This design comes from an exercise in tuning for small area and few clock cycles on the open sky130 flow, not from production work. Function was checked by simulation only, so behaviour that the tests miss may differ from the original. Power figures rest on the tool's default switching activity, not on a simulated workload. No driver is modelled on the clock port, so clocking that relies on it looks cheaper here than on a real chip.

== v27 ==
## switch_ingress
module switch_ingress
(
    input  logic        clk,
    input  logic        rst_n,
    input  logic        in0_vld,
    input  logic        in0_sop,
    input  logic        in0_eop,
    input  logic [31:0] in0_data,
    input  logic        in1_vld,
    input  logic        in1_sop,
    input  logic        in1_eop,
    input  logic [31:0] in1_data,
    output logic        in_ready0,
    output logic        in_ready1,
    output logic        out_vld,
    output logic        out_sop,
    output logic        out_eop,
    output logic        out_src,
    output logic [1:0]  out_dest,
    output logic [31:0] out_data,
    input  logic        out_ready
);
Size: ~1100 flip-flops, ~110 I/O pins, about 0.045 sq mm of cells after synthesis.
clock: 7.5 ns
lec_check: 0
cap_margin: 20
core_margin: 2
core_utilization: 40
place_density: 0.6
slew_margin: 20
standard.sh (not shown) runs the stock make flow with config.mk's settings and CLKGATE_MAP_FILE= SYNTH_SCRIPT=/design/flow/synth_recipe.tcl, a recipe that flattens the netlist after the stock synthesis.
==> flow/flow/run.sh <==
#!/bin/bash
set -euo pipefail
export BUFFER_PORTS_ARGS="-buffer_cell sky130_fd_sc_hd__buf_1"
export CTS_ARGS="-sink_clustering_enable -repair_clock_nets -dont_use_dummy_load -sink_clustering_size 32 -sink_clustering_max_diameter 100"
bash standard.sh > standard_flow.log 2>&1
Testbench counts of v27, summed over its fixed seeds: cycles 15,698.
Modified inputs, v52 compared to v27
- CTS_CLUSTER_DIAMETER: unset -> 120
- CTS_CLUSTER_SIZE: unset -> 24
==> flow/run.sh (new file) <==
#!/bin/bash
# synth_recipe.tcl (not shown) runs the flow's synth.tcl, then flattens the netlist and writes it again
# the make line also repeats each setting of config.mk as NAME=value (left out here)
make -C /OpenROAD-flow-scripts/flow DESIGN_CONFIG=/design/flow/config.mk WORK_HOME=/design/flow/orfs CLKGATE_MAP_FILE= SYNTH_SCRIPT=/design/flow/synth_recipe.tcl finish
removed: flow/flow/run.sh
removed: flow/standard.sh
==> comparison <==
- Per the final summary, v52 finished and its layout is clean on timing, DRC and antenna.
- ~same reported sequential group power in v27 and v52
- On net total in the final layout, v27 tracks v52 almost exactly.
- Compared v52 against v27; proportion of layout cells with a drive suffix above 1 within noise.
- Global-route usage was higher in v52 than in v27.
- Cmp v52 vs v27: utilization higher in v52
Changes in v45 relative to v52:
- changing PLACE_DENSITY from 0.6 to 0.75
- changing CORE_UTILIZATION from 40 to 60
- removing CTS_CLUSTER_DIAMETER (formerly 120)
- removing CTS_CLUSTER_SIZE (formerly 24)
==> flow/flow/run.sh (new file) <==
#!/bin/bash
set -euo pipefail
export BUFFER_PORTS_ARGS="-buffer_cell sky130_fd_sc_hd__buf_1"
export CTS_ARGS="-sink_clustering_enable -repair_clock_nets -dont_use_dummy_load -sink_clustering_size 24 -sink_clustering_max_diameter 120"
bash standard.sh > standard_flow.log 2>&1
==> flow/standard.sh (new file) <==
#!/bin/bash
# synth_recipe.tcl (not shown) runs the flow's synth.tcl, then flattens the netlist and writes it again
# the make line also repeats each setting of config.mk as NAME=value (left out here)
make -C /OpenROAD-flow-scripts/flow DESIGN_CONFIG=/design/flow/config.mk WORK_HOME=/design/flow/orfs CLKGATE_MAP_FILE= SYNTH_SCRIPT=/design/flow/synth_recipe.tcl "${@:-finish}"
removed: flow/run.sh
--- outcome ---
Every stage of the flow completed for v45, and the final layout passed the timing, design-rule and antenna checks. Compared with v52, in v45 horizontal die dimension down 18%; clock share of power down 0.7 points; pre-CTS setup slack up 0.77 ns; first-pass detailed-route iteration total up 2; relative slew slack up 3.7 points. Compared with v52, v45 shows internal power of the cells lower by 0.18 mW. Diff v52 -> v45: relative area change from synthesis to final layout now sits lower; via count of the first global-routing pass now sits at about the same level; shortest clock period the worst path allows after layout now sits lower; multi-input gate share of total cell area now sits higher.
Here is what was changed in the inputs of v22 compared with v45.
- PLACE_DENSITY now 0.6, was 0.75
- CORE_UTILIZATION now 40, was 60
==> flow/flow/run.sh <==
#!/bin/bash
set -euo pipefail
export BUFFER_PORTS_ARGS="-buffer_cell sky130_fd_sc_hd__buf_1"
export CTS_ARGS="-sink_clustering_enable -repair_clock_nets -dont_use_dummy_load"
bash standard.sh > standard_flow.log 2>&1
Side by side, maximum level of the CTS H-tree turned out higher in v22 than in v45. v22 finished all stages; the layout is clean. Between v45 and v22, the maximum number of pins on one net before global-route repair is higher for v22. Compared to v45, v22 leaves more free space in the core. Final worst setup slack: v22 vs v45 up 0.087 ns.
#### Input delta (v7 over v22)
==> flow/flow/run.sh <==
#!/bin/bash
set -euo pipefail
export BUFFER_PORTS_ARGS="-buffer_cell sky130_fd_sc_hd__buf_1"
export CTS_ARGS="-sink_clustering_enable -repair_clock_nets -dont_use_dummy_load -sink_clustering_size 24 -sink_clustering_max_diameter 120"
bash standard.sh > standard_flow.log 2>&1
==> comparison <==
v7 went all the way through the flow, and no timing, DRC or antenna check failed. Relative to v22, the power of v7 is lower by 6.8%. Comparing v7 and v22, the higher minimum clock period was measured on v7. In v7, multi-input logic portion of the cell area is higher than in v22.
[inputs] v6 vs v7
- ABC_AREA: unset -> 1
--- outcome ---
Diff v7 -> v6: post-synthesis mux area share decreased by 0.19 points relative to the old numbers; synthesized instance count increased by 1218 relative to the old numbers; number of remaining DRC errors closely matched the old numbers; clock skew increased by 0.0051 ns relative to the old numbers.
Re logic depth of the worst setup path including buffers: v6 and v7 aren't equal, and the lower value belongs to v7.
[compare] base=v7 new=v6: final setup slack of the worst path moved up, design area saw an increase, portion of total power attributed to combinational logic shows a reduction of 27 points.

-- what the ideal ports hide --
No port has a modelled driver above. Below, the same layouts with a new extraction and two added sets of constraints.
Step 1 assumes that a clkbuf_16 drives the clock port and a buf_2 every other input.
Step 2 adds t to the input delays and takes it off the output delays; t is the mean of the earliest and latest rising clock arrival at the registers after step 1. Input paths then give back, and output paths get back, about the clock's delay inside the block.
a / b / c = no drivers / after step 1 / after step 2; a / b = the first two.
| run | t, ns | slack for setup (ns) | latest minus earliest clock arrival (ns) |
|---|---|---|---|
| v27 | 0.704 | 1.037 / 0.959 / 1.663 | 0.091 / 0.091 |
| v52 | 0.750 | 0.576 / 0.500 / 1.250 | 0.035 / 0.035 |
| v45 | 0.718 | 0.981 / 0.916 / 1.633 | 0.055 / 0.055 |
| v22 | 0.750 | 1.068 / 0.992 / 1.742 | 0.092 / 0.091 |
| v7 | 0.732 | 1.010 / 0.933 / 1.665 | 0.069 / 0.068 |
| v6 | 0.734 | 1.677 / 1.607 / 2.185 | 0.057 / 0.056 |
After both steps every run listed still meets setup and hold.
